Background: an optimization exercise with open tools, aiming at small area, a short achievable clock period and few clock cycles per item. Do not read the settings as production practice. In this exercise RTL edits were held to simulation tests only and were not proved equivalent to the original. No activity file was given, so power comes from the tool's default toggle rates.

## old
Design rational_add_sub_reduce_top, start of the top module:
module rational_add_sub_reduce_top
(
    input  wire logic      aclk,
    input  wire logic      aresetn,
    input  wire logic      s_valid,
    output logic           s_ready,
    input  wire logic [128:0] s_data,    
    output logic           m_valid,
    input  wire logic      m_ready,
    output logic [126:0]   m_data       
);
For scale: about 5,500 cells after synthesis, roughly 610 flip-flops, about 0.052 sq mm of cells after synthesis.
make LEC_CHECK=0 ABC_CLOCK_PERIOD_IN_PS=4000 CAP_MARGIN=20 CORE_MARGIN=2 CORE_UTILIZATION=60 PLACE_DENSITY=0.7 SETUP_SLACK_MARGIN=5 SLEW_MARGIN=20 finish   # period 10.0 ns
run.sh (not shown) runs the stock make flow with config.mk's settings and CLKGATE_MAP_FILE= SYNTH_SCRIPT=/design/flow/synth_recipe.tcl, a recipe that flattens the netlist after the stock synthesis.
Testbench counts of old, summed over its fixed seeds: cycles 104,752, items 3,200.
## Diff of input files: new against old
--- a/flow/design.v
+++ b/flow/design.v
@@ -43,18 +43,17 @@
 `timescale 1ns / 1ps
 `default_nettype none
 module rasr_add #(parameter int W = 64, parameter int LW = 6)
 (
     input  wire logic [W-1:0] x,
     input  wire logic [W-1:0] y,
     input  wire logic         ci,
     output logic      [W-1:0] s,
-    output logic              co,
-    output logic              pall     
+    output logic              co
 );
     logic [W-1:0] p, g, pp, gg;
     always_comb begin
         p  = x ^ y;
         g  = x & y;
         pp = p;
         gg = g;
         gg[0] = g[0] | (p[0] & ci);
@@ -63,17 +62,16 @@
                 if ((j >> i) & 1) begin
                     gg[j] = gg[j] | (pp[j] & gg[((j >> i) << i) - 1]);
                     pp[j] = pp[j] & pp[((j >> i) << i) - 1];
                 end
             end
         end
         s  = p ^ {gg[W-2:0], ci};
         co = gg[W-1];
-        pall = pp[W-1];
     end
 endmodule
 `default_nettype wire
 `timescale 1ns / 1ps
 `default_nettype none
 module rational_add_sub_reduce_top
 (
     input  wire logic      aclk,
@@ -109,18 +107,18 @@
     wire [35:0] pp2 = booth_pp(x_ad, dbn);
     wire [35:0] pp3 = booth_pp(x_ad, dbd);
     wire [35:0] acc_n = {{2{mn_hi[33]}}, mn_hi};
     wire [35:0] acc_d = {{2{md_hi[33]}}, md_hi};
     wire [35:0] cs_s = acc_n ^ pp1 ^ pp2;
     wire [35:0] cs_c = {(acc_n[34:0] & pp1[34:0]) | (acc_n[34:0] & pp2[34:0]) | (pp1[34:0] & pp2[34:0]), dbn[2]};
     wire [35:0] sum_n, sum_d;
     wire        sum_n_co, sum_d_co;
-    rasr_add #(.W(36), .LW(6)) u_add_n (.x(cs_s), .y(cs_c), .ci(dbd[2]), .s(sum_n), .co(sum_n_co), .pall());
-    rasr_add #(.W(36), .LW(6)) u_add_d (.x(acc_d), .y(pp3), .ci(dbd[2]), .s(sum_d), .co(sum_d_co), .pall());
+    rasr_add #(.W(36), .LW(6)) u_add_n (.x(cs_s), .y(cs_c), .ci(dbd[2]), .s(sum_n), .co(sum_n_co));
+    rasr_add #(.W(36), .LW(6)) u_add_d (.x(acc_d), .y(pp3), .ci(dbd[2]), .s(sum_d), .co(sum_d_co));
     wire ld;     
     always_ff @(posedge aclk) begin
         if (!aresetn) begin
             mstate <= M_IDLE;
         end else begin
             case (mstate)
                 M_IDLE: if (s_valid) mstate <= M_RUN;
                 M_RUN:  if (mcnt == 4'd15) mstate <= M_DONE;
@@ -176,21 +174,21 @@
     logic        zden;           
     logic        res;            
     logic        cinit;          
     logic [2:0]  hs;             
     wire        new_neg = mn_hi[33] && !mzden;
     wire        new_bz  = mzden || ({mn_hi, mn_lo} == 66'd0);
     wire        dsub = dsub_r;
     wire [64:0] d;
-    wire        d_co, ge_co, ab_ne_unused, ab_eq;
-    rasr_add #(.W(65), .LW(7)) u_add_v (.x({ineg, b}), .y({dsub, a ^ {64{dsub}}}), .ci(dsub), .s(d), .co(d_co), .pall(ab_ne_unused));
+    wire        d_co, ge_co;
+    rasr_add #(.W(65), .LW(7)) u_add_v (.x({ineg, b}), .y({dsub, a ^ {64{dsub}}}), .ci(dsub), .s(d), .co(d_co));
     wire        dneg = dsub && d[64];
     wire [63:0] ge_s;
-    rasr_add #(.W(64), .LW(6)) u_cmp (.x(b), .y(~a), .ci(1'b1), .s(ge_s), .co(ge_co), .pall(ab_eq));   
+    rasr_add #(.W(64), .LW(6)) u_cmp (.x(b), .y(~a), .ci(1'b1), .s(ge_s), .co(ge_co));
     wire        b_lt_a = !ge_co;
     wire        bpar = b[0] ^ bp;      
     function automatic logic [2:0] tz7(input logic [6:0] v);
         tz7 = v[0] ? 3'd0 : v[1] ? 3'd1 : v[2] ? 3'd2 : v[3] ? 3'd3 :
               v[4] ? 3'd4 : v[5] ? 3'd5 : v[6] ? 3'd6 : 3'd7;
     endfunction
     wire take    = res && m_ready;
     wire run     = !cinit || take;   
@@ -240,18 +238,18 @@
     wire [63:0] ysrc1 = c_tca ? ca1 : cb1;
     wire [61:0] ysrc2 = c_tca ? ca2 : cb2;
     wire [63:0] cbsh1 = ysrc1 << csh;
     wire [61:0] cbsh2 = ysrc2 << csh;
     wire        c_cin  = c_nega || c_negb;
     wire [63:0] csum1;
     wire [61:0] csum2;
     wire        csum1_co, csum2_co;
-    rasr_add #(.W(64), .LW(6)) u_add_c1 (.x(ca1 ^ {64{c_nega}}), .y(cb1 ^ {64{c_negb}}), .ci(c_cin), .s(csum1), .co(csum1_co), .pall());
-    rasr_add #(.W(62), .LW(6)) u_add_c2 (.x(ca2 ^ {62{c_nega}}), .y(cb2 ^ {62{c_negb}}), .ci(c_cin), .s(csum2), .co(csum2_co), .pall());
+    rasr_add #(.W(64), .LW(6)) u_add_c1 (.x(ca1 ^ {64{c_nega}}), .y(cb1 ^ {64{c_negb}}), .ci(c_cin), .s(csum1), .co(csum1_co));
+    rasr_add #(.W(62), .LW(6)) u_add_c2 (.x(ca2 ^ {62{c_nega}}), .y(cb2 ^ {62{c_negb}}), .ci(c_cin), .s(csum2), .co(csum2_co));
     wire vfin = (lstate == L_LOOP) && bz && !cinit;     
     assign ld = (mstate == M_DONE) && ((lstate == L_IDLE) || vfin);
     wire cof_init = (ld && !vfin && (!res || take)) || (cinit && take);
     always_ff @(posedge aclk) begin
         if (!aresetn) begin
             lstate <= L_IDLE;
             res    <= 1'b0;
             cinit  <= 1'b0;
@@ -300,17 +298,17 @@
             ineg  <= new_neg && !new_bz;
             nsign <= new_neg;
             zden_v <= mzden;
         end else if (k_init) begin
             bp   <= bpnew;
             ineg <= 1'b0;
         end else if (k_sub) begin
             bp  <= bpnew;
-            bz  <= dsub && ab_eq;
+            bz  <= dsub && (d[63:0] == 64'd0);
         end else if (k_shb) begin
             bp  <= bpnew;
         end
         if (k_half) hs <= sh;
         if (vfin) zden <= zden_v;
     end
     always_ff @(posedge aclk) begin
         c_sum  <= k_sub;
Findings:
- new: flow completed, timing, DRC and antenna clean
- The via count was comparable across old and new.
- Clock network area share essentially unchanged between old and new.
- Cmp old and new / fraction of met1 tracks used by global routing / higher: new
- On total number of cells along the worst setup path: between old and new, it ends up higher for new.
- | first-pass GRT wire length | new vs old | 1.6% higher |
- For the number of inserted diodes, new came in 3 lower than old did.
- Die: new smaller than old
Testbench counts of new, summed over its fixed seeds: cycles 104,752, items 3,200.


Another version of the RTL of rational_add_sub_reduce_top (not shown whole).
For scale: ~620 flip-flops, ~260 I/O pins.
==> flow/config.mk <==
export PLATFORM = sky130hd
export DESIGN_NAME = rational_add_sub_reduce_top
export DESIGN_NICKNAME = rational_add_sub_reduce_top
export VERILOG_FILES = /design/flow/design.v
export SDC_FILE = /design/flow/constraint.sdc
export NUM_CORES = 4
export LEC_CHECK = 0
export ABC_AREA = 1
export ABC_CLOCK_PERIOD_IN_PS = 4000
export CAP_MARGIN = 20
export CORE_MARGIN = 2
export CORE_UTILIZATION = 60
export PLACE_DENSITY = 0.7
export SETUP_SLACK_MARGIN = 5
export SLEW_MARGIN = 20
==> flow/constraint.sdc <==
create_clock -name core_clock -period 10.0 [get_ports {aclk}]
set_input_delay 2.0000 -clock core_clock [delete_from_list [all_inputs] [get_ports {aclk}]]
set_output_delay 2.0000 -clock core_clock [all_outputs]
set_load 0.01 [all_outputs]
Testbench counts at the start, summed over its fixed seeds: cycles 102,509, items 3,200.
Rerun with:
--- a/flow/design.v
+++ b/flow/design.v
@@ -188,26 +188,25 @@
     rasr_add #(.W(64), .LW(6)) u_cmp (.x(b), .y(~a), .ci(1'b1), .s(ge_s), .co(ge_co), .pall(ab_eq));   
     wire        b_lt_a = !ge_co;
     wire        bpar = b[0] ^ bp;      
     function automatic logic [2:0] tz7(input logic [6:0] v);
         tz7 = v[0] ? 3'd0 : v[1] ? 3'd1 : v[2] ? 3'd2 : v[3] ? 3'd3 :
               v[4] ? 3'd4 : v[5] ? 3'd5 : v[6] ? 3'd6 : 3'd7;
     endfunction
     wire take    = res && m_ready;
     wire run     = !cinit || take;   
-    wire in_loop_nc = (lstate == L_LOOP) && !bz;      
-    wire in_loop = in_loop_nc && run;
-    wire k_half  = in_loop_nc && !a[0] && !bpar;
-    wire k_init  = in_loop_nc && ineg && !(!a[0] && !bpar);
+    wire in_loop = (lstate == L_LOOP) && !bz && run;
+    wire k_half  = in_loop && !a[0] && !bpar;
+    wire k_init  = in_loop && ineg && !(!a[0] && !bpar);
     wire k_swap  = in_loop && !ineg && !a[0] &&  bpar;
     wire k_shb   = in_loop && !ineg &&  a[0] && !bpar;
     wire k_sub   = in_loop && !ineg &&  a[0] &&  bpar;
-    wire k_half2 = (lstate == L_HALF2);
+    wire k_half2 = (lstate == L_HALF2) && run;
     logic [2:0]  sh;
     logic        exact;          
     logic [64:0] xsrc;
     always_comb begin
         sh    = 3'd0;
         exact = 1'b1;
         xsrc  = {1'b0, b};
         if (k_sub) begin
             sh    = tz7(d[6:0]);
@@ -242,44 +241,38 @@
     wire [61:0] ysrc2 = c_tca ? ca2 : cb2;
     wire [63:0] cbsh1 = ysrc1 << csh;
     wire [61:0] cbsh2 = ysrc2 << csh;
     wire        c_cin  = c_nega || c_negb;
     wire [63:0] csum1;
     wire [61:0] csum2;
     wire        csum1_co, csum2_co;
     rasr_add #(.W(64), .LW(6)) u_add_c1 (.x(ca1 ^ {64{c_nega}}), .y(cb1 ^ {64{c_negb}}), .ci(c_cin), .s(csum1), .co(csum1_co), .pall());
     rasr_add #(.W(62), .LW(6)) u_add_c2 (.x(ca2 ^ {62{c_nega}}), .y(cb2 ^ {62{c_negb}}), .ci(c_cin), .s(csum2), .co(csum2_co), .pall());
-    wire last  = k_sub && ab_eq && !cinit;
-    wire vfin  = (lstate == L_LOOP) && bz && !cinit;    
-    wire vend  = vfin || last;
-    assign ld  = (mstate == M_DONE) && ((lstate == L_IDLE) || vend);
-    wire early = last && ld;
-    wire cof_init = (ld && !vend && (!res || take)) || (cinit && take);
-    logic pf;    
+    wire vfin = (lstate == L_LOOP) && bz && !cinit;     
+    assign ld = (mstate == M_DONE) && ((lstate == L_IDLE) || vfin);
+    wire cof_init = (ld && !vfin && (!res || take)) || (cinit && take);
     always_ff @(posedge aclk) begin
         if (!aresetn) begin
             lstate <= L_IDLE;
             res    <= 1'b0;
             cinit  <= 1'b0;
-            pf     <= 1'b0;
         end else begin
             if (ld) begin
                 lstate <= L_LOOP;
             end else begin
                 case (lstate)
                     L_LOOP:  if (vfin) lstate <= L_IDLE;
                              else if (k_half) lstate <= L_HALF2;
                     L_HALF2: if (k_half2) lstate <= L_LOOP;
                     default: lstate <= L_IDLE;
                 endcase
             end
-            res   <= vfin || pf || (res && !m_ready);
-            pf    <= early;
+            res   <= vfin || (res && !m_ready);
             cinit <= ld ? !cof_init : (cinit && !take);
         end
     end
     logic [63:0] a_d, b_d;
     logic        ineg_d;
     always_comb begin
         a_d = a;
         b_d = b;
         ineg_d = ineg && !k_init;
@@ -311,19 +304,19 @@
             bp   <= bpnew;
             ineg <= 1'b0;
         end else if (k_sub) begin
             bp  <= bpnew;
             bz  <= dsub && ab_eq;
         end else if (k_shb) begin
             bp  <= bpnew;
         end
         if (k_half) hs <= sh;
-        if (vend) zden <= zden_v;
+        if (vfin) zden <= zden_v;
     end
     always_ff @(posedge aclk) begin
         c_sum  <= k_sub;
         c_shf  <= k_sub || k_shb || k_swap;
         c_one  <= k_swap;
         c_tca  <= (k_sub && b_lt_a) || k_swap;
         c_nega <= k_sub && !dsub && b_lt_a;
         c_negb <= k_sub && !dsub && !b_lt_a;
         csh    <= sh;
The changed run went through all stages and came out clean.
Cell count is lower slightly.
Synthesized area is lower by a few percent.
Clock skew is lower by 0.012 ns.
Routed wire length is lower by a few percent.
Synthesized cell count is lower by a few percent.
Global-route usage is lower by 0.23 points.
Cell area is lower slightly.
Total power is lower by a few percent.
Worst setup slack improved by 0.067 ns.
Die area is lower by a few percent.
Count of clock-buffer cells in the layout is lower by 7.
Sequential power is lower by a few percent.
Sequential share of layout area is higher by 0.52 points.
Utilization is higher by 0.15 points.
Testbench counts after the change, summed over its fixed seeds: cycles 104,752, items 3,200.

-- separate check: timing with driven ports --
The flow's constraints put no driver on any port. The routed layouts listed below were extracted and timed again, unchanged, in two steps.
Step 1: set_driving_cell puts a clkbuf_16 on aclk and a buf_2 on each other input, an assumption about the parent block.
Step 2 also shifts input and output timing later by t, the mid clock arrival at the registers, as if the neighbouring blocks saw the same clock.
a / b / c = ideal / step 1 / step 2; a / b = the first two.
| run | t, ns | setup slack, ns | hold WS [ns] | clock arrival spread, ns | cell pins on the clock port's net |
|---|---|---|---|---|---|
| old | 0.722 | 5.096 / 5.096 / 4.534 | 0.440 / 0.440 / 0.440 | 0.042 / 0.042 | 1 |
| new | 0.718 | 4.577 / 4.577 / 4.577 | 0.458 / 0.458 / 0.458 | 0.018 / 0.017 | 1 |
| the first run of note 2 | 0.733 | 5.137 / 5.079 / 4.346 | 0.487 / 0.487 / 0.487 | 0.032 / 0.032 | 1 |
| the second run of note 2 | 0.717 | 5.204 / 5.156 / 4.439 | 0.478 / 0.478 / 0.478 | 0.022 / 0.022 | 1 |
After both steps setup and hold are still met in every run listed. The setup slack of the first run of note 2, which loses most, moves by -0.058 ns with the drivers and by -0.791 ns with both steps.
